Context: an optimization exercise on an open-source flow, tuned for small area, a short achievable clock period and few clock cycles per item. The choices shown serve that exercise and are no tape-out recipe.
At most, simulation tests tie the RTL to the original design; equivalence was not proved.

## modular_exponentiation_top
module modular_exponentiation_top #(
  parameter int unsigned EXP_WIDTH = 64
) (
  input  wire          clk_i,
  input  wire          rst_ni,
  input  wire          s_axis_tvalid,
  output logic         s_axis_tready,
  input  wire  [127:0] s_axis_tdata,    
  output logic         m_axis_tvalid,
  input  wire          m_axis_tready,
  output logic [31:0]  m_axis_tdata,    
  input  wire          cfg_valid_i,
  output logic         cfg_ready_o,
  input  wire  [30:0]  cfg_data_i       
);
  localparam int unsigned EW = (EXP_WIDTH < modexp_pkg::FieldW) ? EXP_WIDTH : modexp_pkg::FieldW;
  logic [3:0]         st_q, st_d;
  modexp_pkg::mod_t   mod_q;
  logic [4:0]         sh_q;           
  logic [34:0]        s_q, c_q;       
  logic [31:0]        r_q, b_q;       
  logic [2:0]         dig_q;          
  logic [4:0]         k_q;            
  logic               mulb_q;         
  logic signed [6:0]  eidx_q;         
  logic               ebit_q;         
  logic               found_q;        
  logic               ezero_q;        
  logic signed [1:0]  qf_q;           
  logic               sub_q;          
  logic               ovld_q;
  logic               acc_q;
  logic [63:0]        base;
  logic [63:0]        expo;
  assign base = {1'b0, s_axis_tdata[62:0]};
  assign expo = 64'(s_axis_tdata[modexp_pkg::FieldW +: EW]);
  assign cfg_ready_o   = 1'b1;
  assign s_axis_tready = acc_q;
  assign m_axis_tvalid = ovld_q;
  assign m_axis_tdata  = {1'b0, r_q[30:0]};
  logic        red, force_q;
  logic [7:0]  t_tab, t;
  logic [7:0]  est;
  logic [31:0] y;
  logic        b_one, b_two, b_neg;
  logic [34:0] ysx, ymag, xy;
  ...
Size in the first run: ~200 flip-flops, ~200 I/O pins, about 17,000 µm² of cells after synthesis.
Settings: LEC_CHECK=0, ABC_CLOCK_PERIOD_IN_PS=3000, CAP_MARGIN=20, CORE_MARGIN=2, CORE_UTILIZATION=40, SETUP_SLACK_MARGIN=5, SLEW_MARGIN=20; clock period 10.0 ns.
run.sh (not shown) runs the stock make flow with config.mk's settings and CLKGATE_MAP_FILE= SYNTH_SCRIPT=/design/flow/synth_recipe.tcl, a recipe that flattens the netlist after the stock synthesis.
The first run produced a clean layout.
Change:
--- a/flow/config.mk
+++ b/flow/config.mk
@@ -8 +7,0 @@
-export ABC_CLOCK_PERIOD_IN_PS = 3000
What happened: The new run completed with no timing, DRC or antenna violations; wire length does not change; cell count is unchanged; cell area does not change; fmax does not change; worst hold slack stays the same; via count stays the same; worst setup slack does not change.
Function was not checked in any run of this note: the RTL went through the layout flow alone.

---

modular_exponentiation_top, a different RTL version from the one above (not shown whole).
Size in the first run: roughly 1900 cells after synthesis, roughly 200 I/O pins, roughly 18000 um^2 of cells after synthesis.
clock: 10.0 ns
lec_check: 0
cap_margin: 0
core_margin: 2
core_utilization: 40
slew_margin: 0
standard.sh (not shown) runs the stock make flow with config.mk's settings and CLKGATE_MAP_FILE= SYNTH_SCRIPT=/design/flow/synth_recipe.tcl, a recipe that flattens the netlist after the stock synthesis.
==> flow/flow/run.sh <==
#!/bin/bash
# Standard ORFS layout (the standard.sh, standard synthesis) with a larger
# setup margin for timing repair; make's output goes to make_finish.log.
set -euo pipefail
bash standard.sh SETUP_SLACK_MARGIN=6 finish > make_finish.log 2>&1
Testbench counts at the start, summed over its fixed seeds: cycles 179,520, items 192.
Rerun with:
--- a/flow/flow/run.sh
+++ b/flow/flow/run.sh
@@ -4,2 +4,2 @@
 set -euo pipefail
-bash standard.sh SETUP_SLACK_MARGIN=6 finish > make_finish.log 2>&1
+bash standard.sh SETUP_SLACK_MARGIN=7 finish > make_finish.log 2>&1
Settings changed: CAP_MARGIN 0 to 20, SLEW_MARGIN 0 to 20.
Outcome: Global-route usage climbs by 0.79 points. Register-to-register slack is worse by 0.08 ns.

---

Setup of job 1550:
modular_exponentiation_top, a different RTL version from the one above (not shown whole).
Size: ~1,900 cells after synthesis, ~200 flip-flops, roughly 200 I/O pins.
Settings: LEC_CHECK=0, CAP_MARGIN=20, CORE_MARGIN=2, CORE_UTILIZATION=60, PLACE_DENSITY=0.7, SETUP_SLACK_MARGIN=5, SLEW_MARGIN=20; clock period 10.0 ns.
run.sh (not shown) runs the stock make flow with config.mk's settings and CLKGATE_MAP_FILE= SYNTH_SCRIPT=/design/flow/synth_recipe.tcl, a recipe that flattens the netlist after the stock synthesis.
Stock flow here: none of the scripts above is used.
Testbench counts of job 1550, summed over its fixed seeds: cycles 179,528, items 192.
--- input diff job 1550..job 4871 ---
Settings: putting ABC_AREA at 1 where nothing was set; clearing PLACE_DENSITY, which used to be 0.7; swapping 60 for 40 in CORE_UTILIZATION.
## What came out
In summary, job 4871 completed successfully, with a layout that passed the timing, design-rule and antenna checks.
There was hardly any difference in footprint of the flip-flops and latches between job 1550 and job 4871.
Relative to job 1550, cell area after layout increased by about 1.6% in job 4871.
Final cell count in job 4871 vs job 1550: up 486
Share of the final layout cell area in multi-input gates in job 4871 is 4.7 points lower than in job 1550
Here is what was changed in the inputs of job 635 compared with job 4871.
Settings: SETUP_SLACK_MARGIN no longer set, was 5; ABC_AREA no longer set, was 1.
==> flow/flow/run.sh (new file) <==
#!/bin/bash
# Standard ORFS layout (the standard.sh, standard synthesis) with a larger
# setup margin for timing repair; make's output goes to make_finish.log.
set -euo pipefail
bash standard.sh SETUP_SLACK_MARGIN=7 finish > make_finish.log 2>&1
==> flow/standard.sh (new file) <==
#!/bin/bash
# synth_recipe.tcl (not shown) runs the flow's synth.tcl, then flattens the netlist and writes it again
# the make line also repeats each setting of config.mk as NAME=value (left out here)
make -C /OpenROAD-flow-scripts/flow DESIGN_CONFIG=/design/flow/config.mk WORK_HOME=/design/flow/orfs CLKGATE_MAP_FILE= SYNTH_SCRIPT=/design/flow/synth_recipe.tcl "${@:-finish}"
removed: flow/run.sh
### Flow results
- Taking job 4871 as the reference point, the logic depth of the worst path, buffers included of job 635 rises by 2.
- Non-clock buffer count went up by more than a quarter going from job 4871 to job 635.
- Job 635 ended with more post-synthesis to final-layout area growth than job 4871.
Modified inputs, job 8687 compared to job 635
Settings: setting SETUP_SLACK_MARGIN to 4 for the first time.
==> flow/run.sh (new file) <==
#!/bin/bash
# synth_recipe.tcl (not shown) runs the flow's synth.tcl, then flattens the netlist and writes it again
# the make line also repeats each setting of config.mk as NAME=value (left out here)
make -C /OpenROAD-flow-scripts/flow DESIGN_CONFIG=/design/flow/config.mk WORK_HOME=/design/flow/orfs CLKGATE_MAP_FILE= SYNTH_SCRIPT=/design/flow/synth_recipe.tcl finish
removed: flow/flow/run.sh
removed: flow/standard.sh
--- outcome ---
The flow did not stop early for job 8687: all stages ran, and the layout cleared the timing, design-rule and antenna checks.
Via count of job 8687 falls short of that of job 635 by a little under 10%.
From job 635 to job 8687 the numbers moved as follows: critical path depth -1, time the worst path needs with I/O delays and setup saw an increase, overall routed net length went down by about 14%.

---

modular_exponentiation_top with an RTL version that a note above also has.
Size in the first run: ~230 flip-flops, about 200 I/O pins, roughly 0.018 sq mm of cells after synthesis.
export LEC_CHECK = 0
export CAP_MARGIN = 20
export CORE_MARGIN = 2
export CORE_UTILIZATION = 40
export SLEW_MARGIN = 20
export TNS_END_PERCENT = 10
create_clock -name core_clock -period 10.0 [get_ports {clk_i}]
standard.sh (not shown) runs the stock make flow with config.mk's settings and CLKGATE_MAP_FILE= SYNTH_SCRIPT=/design/flow/synth_recipe.tcl, a recipe that flattens the netlist after the stock synthesis.
==> flow/flow/run.sh <==
#!/bin/bash
# Standard ORFS layout (the standard.sh, standard synthesis) with a larger
# setup margin for timing repair; make's output goes to make_finish.log.
set -euo pipefail
bash standard.sh SETUP_SLACK_MARGIN=6 finish > make_finish.log 2>&1
Testbench counts at the start, summed over its fixed seeds: cycles 179,520, items 192.
Edit:
ABC_AREA = 1   (was unset)
TNS_END_PERCENT = unset   (was 10)
The changed run ran to the end with no violations.
Flip-flop and latch count does not change.
Global-route usage is higher by 1.3 points.
Wire length goes up by a few percent.
Non-clock buffer count grows by 44.
Via count rose by a few percent.
Edit:
==> flow/run.sh (new file) <==
#!/bin/bash
# synth_recipe.tcl (not shown) runs the flow's synth.tcl, then flattens the netlist and writes it again
# the make line also repeats each setting of config.mk as NAME=value (left out here)
make -C /OpenROAD-flow-scripts/flow DESIGN_CONFIG=/design/flow/config.mk WORK_HOME=/design/flow/orfs CLKGATE_MAP_FILE= SYNTH_SCRIPT=/design/flow/synth_recipe.tcl finish
ABC_AREA = unset   (was 1)
SETUP_SLACK_MARGIN = 5   (was unset)
removed: flow/flow/run.sh
removed: flow/standard.sh
The new run finished with timing, DRC and antenna clean.
Critical path depth came out lower by 4.
Design area went down by 6.4%.
Via count went down by 8.2%.
Worst hold slack gains 0.053 ns.

---

Setup of indigo:
Starting RTL as in the previous note.
Settings: LEC_CHECK=0, CAP_MARGIN=20, CORE_MARGIN=2, CORE_UTILIZATION=40, PLACE_DENSITY=0.75, SLEW_MARGIN=20; clock period 10.0 ns.
==> flow/flow/run.sh <==
#!/bin/bash
# Standard ORFS layout (the standard.sh, standard synthesis) with a larger
# setup margin for timing repair; make's output goes to make_finish.log.
set -euo pipefail
bash standard.sh SETUP_SLACK_MARGIN=6 finish > make_finish.log 2>&1
The final layout from indigo, which completed every stage, passed the timing, design-rule and antenna checks at the end of the flow.
Testbench counts of indigo, summed over its fixed seeds: cycles 179,520, items 192.
The following lists how yarrow was set up differently from indigo:
# indigo
export LEC_CHECK = 0
export CAP_MARGIN = 20
export CORE_MARGIN = 2
export CORE_UTILIZATION = 40
export PLACE_DENSITY = 0.75
export SLEW_MARGIN = 20
create_clock -name core_clock -period 10.0 [get_ports {clk_i}]
# yarrow
export LEC_CHECK = 0
export CAP_MARGIN = 20
export CORE_MARGIN = 2
export CORE_UTILIZATION = 40
export SLEW_MARGIN = 20
create_clock -name core_clock -period 10.0 [get_ports {clk_i}]
--- outcome ---
- Changes observed in yarrow relative to indigo: final critical-path required period fell 0.21 ns; die outline height stayed essentially flat; global routing met1 resource utilization +0.53 points.
- Global placer's final weighted congestion was lower in yarrow than in indigo.
- In yarrow the via count turned out about 2.3% lower than in indigo.
- Startpoint of the most critical setup path = c_q[27]: yarrow; startpoint of the most critical setup path = s_q[27]: indigo
- In terms of fraction of the mapped netlist area in adder cells, yarrow and indigo differ only marginally.
- Delta(total track usage, yarrow - indigo) > 0
#### Input delta (amber over yarrow)
# yarrow
export LEC_CHECK = 0
export CAP_MARGIN = 20
export CORE_MARGIN = 2
export CORE_UTILIZATION = 40
export SLEW_MARGIN = 20
create_clock -name core_clock -period 10.0 [get_ports {clk_i}]
# amber
export LEC_CHECK = 0
export CAP_MARGIN = 20
export CORE_MARGIN = 2
export CORE_UTILIZATION = 30
export SLEW_MARGIN = 20
create_clock -name core_clock -period 10.0 [get_ports {clk_i}]
--- outcome ---
Relative to yarrow, clock-buffer cell count increased by 5 in amber. Summary of amber over yarrow: worst-path maximum fanout went down; post-route clock period utilization rose 0.97 points.

## what the ideal ports hide
The results above use ideal ports. As a check the final layouts listed here were re-extracted and re-timed, cells and wires unchanged. Step 1 sets driving cells, clkbuf_16 on the clock port and buf_2 on the other inputs (assumed; they add their load-dependent delay and slew). Step 2 adds t to the input delays and takes it off the output delays; t is the mean of the earliest and latest rising clock arrival at the registers after step 1. Input paths then give back, and output paths get back, about the clock's delay inside the block. Three values: ideal ports, drivers, drivers and shift; two values: the first two.
run | t (ns) | setup WS [ns] | clock arrival spread, ns
the first run of note 1 | 0.502 | 4.995 / 4.995 / 4.995 | 0.018 / 0.018
the second run of note 1 | 0.502 | 4.995 / 4.995 / 4.995 | 0.018 / 0.018
the first run of note 2 | 0.609 | 5.798 / 5.798 / 5.579 | 0.029 / 0.029
the second run of note 2 | 0.601 | 5.718 / 5.718 / 5.718 | 0.026 / 0.026
job 1550 | 0.489 | 5.125 / 5.125 / 5.125 | 0.014 / 0.014
job 4871 | 0.493 | 5.196 / 5.196 / 5.023 | 0.018 / 0.018
job 635 | 0.507 | 5.388 / 5.388 / 5.388 | 0.014 / 0.014
job 8687 | 0.490 | 4.554 / 4.554 / 4.554 | 0.016 / 0.016
the first run of note 4 | 0.617 | 5.725 / 5.725 / 5.556 | 0.017 / 0.017
the second run of note 4 | 0.609 | 5.860 / 5.860 / 5.467 | 0.015 / 0.015
the third run of note 4 | 0.593 | 5.265 / 5.265 / 5.265 | 0.021 / 0.020
indigo | 0.589 | 5.589 / 5.589 / 5.589 | 0.009 / 0.009
yarrow | 0.609 | 5.797 / 5.797 / 5.579 | 0.029 / 0.029
amber | 0.597 | 5.700 / 5.700 / 5.577 | 0.010 / 0.010
After both steps setup and hold are still met in every run listed. For the second run of note 4, which loses most, drivers alone change the setup slack by 0.000 ns; drivers and shift together by -0.393 ns.
